This design comes from an exercise in tuning for small area, a short achievable clock period and few clock cycles on the open sky130 flow, not from production work. In this exercise RTL edits were held to simulation tests only and were not proved equivalent to the original. No activity file was given, so power comes from the tool's default toggle rates.

red:
## cnn_engine
module cnn_engine (
	input  wire        clk,
	input  wire        reset,
	input  wire        start,
	input  wire [12:0] fm_wr,
	input  wire [16:0] wt_wr,
	output wire [24:0] res,
	output wire        busy,
	output wire        done
);
	reg        fw_q;
	reg [3:0]  fa_q;
	reg [7:0]  fd_q;
	reg        ww_q;
	reg [1:0]  wl_q;
	reg [5:0]  wa_q;
	reg [7:0]  wd_q;
	reg        rst_q;
	always @(posedge clk) begin
		fw_q  <= fm_wr[12];
		fa_q  <= fm_wr[11:8];
		fd_q  <= fm_wr[7:0];
		ww_q  <= wt_wr[16];
		wl_q  <= wt_wr[15:14];
		wa_q  <= wt_wr[13:8];
		wd_q  <= wt_wr[7:0];
		rst_q <= reset;
	end
	reg [127:0] fm;
	integer k;
	always @(posedge clk) begin
		for (k = 0; k < 16; k = k + 1)
			if (fw_q && (fa_q == k))
				fm[8*k +: 8] <= fd_q;
	end
	reg        sv;       
	reg [3:0]  cnt;      
	reg        busy_q;
	reg        mphase;   
	reg        mdone;    
	reg        out_act;
	reg        ostart;   
	reg [3:0]  oc;       
	reg        done_q;
	reg        res_v;
	reg [3:0]  res_ll;   
	reg [19:0] res_val;
	wire sum_wt  = ww_q && (((wa_q[5:4] == 2'd0) && (wa_q[3:0] < 4'd9)) || (wa_q[5:4] == 2'd1));
	wire restart = rst_q || sum_wt;
	wire accept  = start && !busy_q && !reset;
	wire incl      = sv || (fa_q < cnt);  
  ...
For scale: roughly 6900 cells after synthesis, ~60 I/O pins, roughly 89000 µm² of cells after synthesis.
Settings: LEC_CHECK=0, CAP_MARGIN=40, CORE_MARGIN=2, CORE_UTILIZATION=60, SLEW_MARGIN=20; clock period 10.0 ns.
run.sh (not shown) runs the stock make flow with config.mk's settings and CLKGATE_MAP_FILE= SYNTH_SCRIPT=/design/flow/synth_recipe.tcl, a recipe that flattens the netlist after the stock synthesis.
red ran to completion and came out clean on the timing, DRC and antenna checks.
Testbench counts of red, summed over its fixed seeds: cycles 2,976.
[inputs] blue vs red
Settings: an added SETUP_SLACK_MARGIN of 6.2.
==> flow/flow/run.sh (new file) <==
#!/bin/bash
set -o pipefail
cp standard.sh standard_sh_copy.txt
sed -i '/SETUP_SLACK_MARGIN/d' config.mk
echo "export SETUP_SLACK_MARGIN = 6.2" >> config.mk
cp config.mk config_used.txt
bash standard.sh > standard.log 2>&1
==> flow/standard.sh (new file) <==
#!/bin/bash
# synth_recipe.tcl (not shown) runs the flow's synth.tcl, then flattens the netlist and writes it again
# the make line also repeats each setting of config.mk as NAME=value (left out here)
make -C /OpenROAD-flow-scripts/flow DESIGN_CONFIG=/design/flow/config.mk WORK_HOME=/design/flow/orfs CLKGATE_MAP_FILE= SYNTH_SCRIPT=/design/flow/synth_recipe.tcl "${@:-finish}"
removed: flow/run.sh
## What came out
- [diff] number of vias after detailed routing, blue relative to red: regression
- Global-route total usage across every layer: blue higher than red
- Sort red and blue by clock skew asc -> top: blue
- blue vs red — average wire per cell in the routed design climbed by a few percent

Another version of the RTL of cnn_engine (not shown whole).
Size in the first run: roughly 6,600 cells after synthesis, about 1,800 flip-flops, roughly 0.087 sq mm of cells after synthesis.
==> flow/config.mk <==
export PLATFORM = sky130hd
export DESIGN_NAME = cnn_engine
export DESIGN_NICKNAME = cnn_engine
export VERILOG_FILES = /design/flow/design.v
export SDC_FILE = /design/flow/constraint.sdc
export NUM_CORES = 4
export LEC_CHECK = 0
export CAP_MARGIN = 40
export CORE_MARGIN = 2
export CORE_UTILIZATION = 60
export CTS_CLUSTER_DIAMETER = 80
export CTS_CLUSTER_SIZE = 20
export GPL_TIMING_DRIVEN = 1
export SLEW_MARGIN = 20
export SETUP_SLACK_MARGIN = 6.15
export BUFFER_PORTS_ARGS = -buffer_cell sky130_fd_sc_hd__buf_4
==> flow/constraint.sdc <==
create_clock -name core_clock -period 10.0 [get_ports {clk}]
set_input_delay 2.0000 -clock core_clock [delete_from_list [all_inputs] [get_ports {clk}]]
set_output_delay 2.0000 -clock core_clock [all_outputs]
set_load 0.01 [all_outputs]
standard.sh (not shown) runs the stock make flow with config.mk's settings and CLKGATE_MAP_FILE= SYNTH_SCRIPT=/design/flow/synth_recipe.tcl, a recipe that flattens the netlist after the stock synthesis.
==> flow/flow/run.sh <==
#!/bin/bash
set -o pipefail
cp standard.sh standard_sh_copy.txt
sed -i '/SETUP_SLACK_MARGIN/d; /BUFFER_PORTS_ARGS/d' config.mk
echo "export SETUP_SLACK_MARGIN = 6.15" >> config.mk
echo "export BUFFER_PORTS_ARGS = -buffer_cell sky130_fd_sc_hd__buf_4" >> config.mk
cp config.mk config_used.txt
bash standard.sh > standard.log 2>&1
The first run went through all stages and came out clean.
Testbench counts at the start, summed over its fixed seeds: cycles 2,976.
Next try:
--- a/flow/flow/run.sh
+++ b/flow/flow/run.sh
@@ -4,3 +4,3 @@
 sed -i '/SETUP_SLACK_MARGIN/d; /BUFFER_PORTS_ARGS/d' config.mk
-echo "export SETUP_SLACK_MARGIN = 6.15" >> config.mk
+echo "export SETUP_SLACK_MARGIN = 6.0" >> config.mk
 echo "export BUFFER_PORTS_ARGS = -buffer_cell sky130_fd_sc_hd__buf_4" >> config.mk
GPL_TIMING_DRIVEN = unset   (was 1)
SETUP_SLACK_MARGIN = 6.0   (was 6.15)
The new run completed with no timing, DRC or antenna violations.
Cell area is lower by 1.2%.
Clock skew is higher by 0.020 ns.
Combinational power is lower by 4.8%.
Fmax is lower by 1.9%.
Utilization is lower by 0.76 points.
Power is lower by 2.5%.

Starting RTL as in the previous note.
export LEC_CHECK = 0
export CAP_MARGIN = 40
export CORE_MARGIN = 2
export CORE_UTILIZATION = 60
export CTS_CLUSTER_DIAMETER = 80
export CTS_CLUSTER_SIZE = 20
export SLEW_MARGIN = 20
export SETUP_SLACK_MARGIN = 6.08
export BUFFER_PORTS_ARGS = -buffer_cell sky130_fd_sc_hd__buf_4
create_clock -name core_clock -period 10.0 [get_ports {clk}]
==> flow/flow/run.sh <==
#!/bin/bash
set -o pipefail
cp standard.sh standard_sh_copy.txt
sed -i '/SETUP_SLACK_MARGIN/d; /BUFFER_PORTS_ARGS/d' config.mk
echo "export SETUP_SLACK_MARGIN = 6.08" >> config.mk
echo "export BUFFER_PORTS_ARGS = -buffer_cell sky130_fd_sc_hd__buf_4" >> config.mk
cp config.mk config_used.txt
bash standard.sh > standard.log 2>&1
Testbench counts at the start, summed over its fixed seeds: cycles 2,976.
Then changed:
==> flow/flow/run.sh (replaced) <==
#!/bin/bash
set -o pipefail
cp standard.sh standard_sh_copy.txt
sed -i '/SETUP_SLACK_MARGIN/d' config.mk
echo "export SETUP_SLACK_MARGIN = 6.2" >> config.mk
cp config.mk config_used.txt
bash standard.sh > standard.log 2>&1
- BUFFER_PORTS_ARGS: -buffer_cell sky130_fd_sc_hd__buf_4 -> unset
- SETUP_SLACK_MARGIN: 6.08 -> 6.2
What happened: The new run completed without violations; die area does not change; critical path depth went down by 12; utilization went up by 1.8 points; clock power went up by about 1%; worst setup slack degrades by 0.073 ns.
Then changed:
==> flow/flow/run.sh (replaced) <==
#!/bin/bash
set -o pipefail
cp standard.sh standard_sh_copy.txt
sed -i '/SETUP_SLACK_MARGIN/d; /BUFFER_PORTS_ARGS/d' config.mk
echo "export SETUP_SLACK_MARGIN = 6.15" >> config.mk
echo "export BUFFER_PORTS_ARGS = -buffer_cell sky130_fd_sc_hd__buf_4" >> config.mk
cp config.mk config_used.txt
bash standard.sh > standard.log 2>&1
- BUFFER_PORTS_ARGS: unset -> -buffer_cell sky130_fd_sc_hd__buf_4
- CORE_UTILIZATION: 60 -> 65
- CTS_CLUSTER_DIAMETER: 80 -> 85
- CTS_CLUSTER_SIZE: 20 -> 22
- SETUP_SLACK_MARGIN: 6.2 -> 6.15
=>
- The new run passed the timing, DRC and antenna checks
- sequential share of layout area grows by 1.5 points
- core utilization goes up by 3.8 points
- area after synthesis stays the same
- clock power shrinks by 9.7%
- wire length shrinks by 6.1%
- via count went down by 0.69%
Then changed:
- CORE_UTILIZATION: 65 -> 60
- CTS_CLUSTER_DIAMETER: 85 -> 80
- CTS_CLUSTER_SIZE: 22 -> 20
Outcome: The changed run produced a clean layout; hold slack is worse by 0.019 ns; maximum frequency rose by 3.9%; routed wire length grows by about 4%; synthesized cell count stays the same; area after synthesis stays the same; cell area goes up by 0.64%; core utilization goes down by 5.3 points; critical path depth rose by 5; first-iteration DRC count came out lower by about 8%; via count hardly moves; worst setup slack is better by 0.15 ns.
Then changed:
--- a/flow/flow/run.sh
+++ b/flow/flow/run.sh
@@ -5 +5 @@
-echo "export SETUP_SLACK_MARGIN = 6.15" >> config.mk
+echo "export SETUP_SLACK_MARGIN = 6.3" >> config.mk
- SETUP_SLACK_MARGIN: 6.15 -> 6.3
Sequential power stays flat.
Power goes up by a few percent.
Fmax stays flat.
Synthesized cell count is unchanged.
Critical path depth came out higher by 6.
Wire length rises slightly.
Clock skew is higher by 0.018 ns.
Combinational power climbs by a few percent.

what the ideal ports hide:
How much do the figures lean on ideal ports? The routed layouts below were timed once more, with nothing changed but the port constraints.
Step 1: set_driving_cell puts a clkbuf_16 on clk and a buf_2 on each other input, an assumption about the parent block.
Step 2 times the ports against the registers' clock, not the clock port: input delays grow and output delays shrink by t, the midpoint of the rising clock arrivals with the driver on.
Three values: no drivers, after step 1, after step 2; two values: the first two.
run | t (ns) | setup WS [ns] | pins driven straight from the clock port
red | 0.865 | 5.190 / 5.240 / 4.374 | 1
blue | 0.880 | 6.217 / 6.147 / 5.478 | 1
the first run of note 2 | 0.840 | 6.212 / 6.257 / 5.424 | 1
the second run of note 2 | 0.824 | 6.140 / 6.140 / 5.462 | 1
the first run of note 3 | 0.831 | 6.202 / 6.202 / 5.426 | 1
the second run of note 3 | 0.824 | 6.129 / 6.171 / 5.364 | 1
the third run of note 3 | 0.809 | 6.064 / 6.112 / 5.302 | 1
the fourth run of note 3 | 0.840 | 6.212 / 6.257 / 5.424 | 1
the fifth run of note 3 | 0.830 | 6.213 / 6.213 / 5.497 | 1
After both steps setup and hold are still met in every run listed. The setup slack of red, which loses most, moves by +0.050 ns with the drivers and by -0.816 ns with both steps.
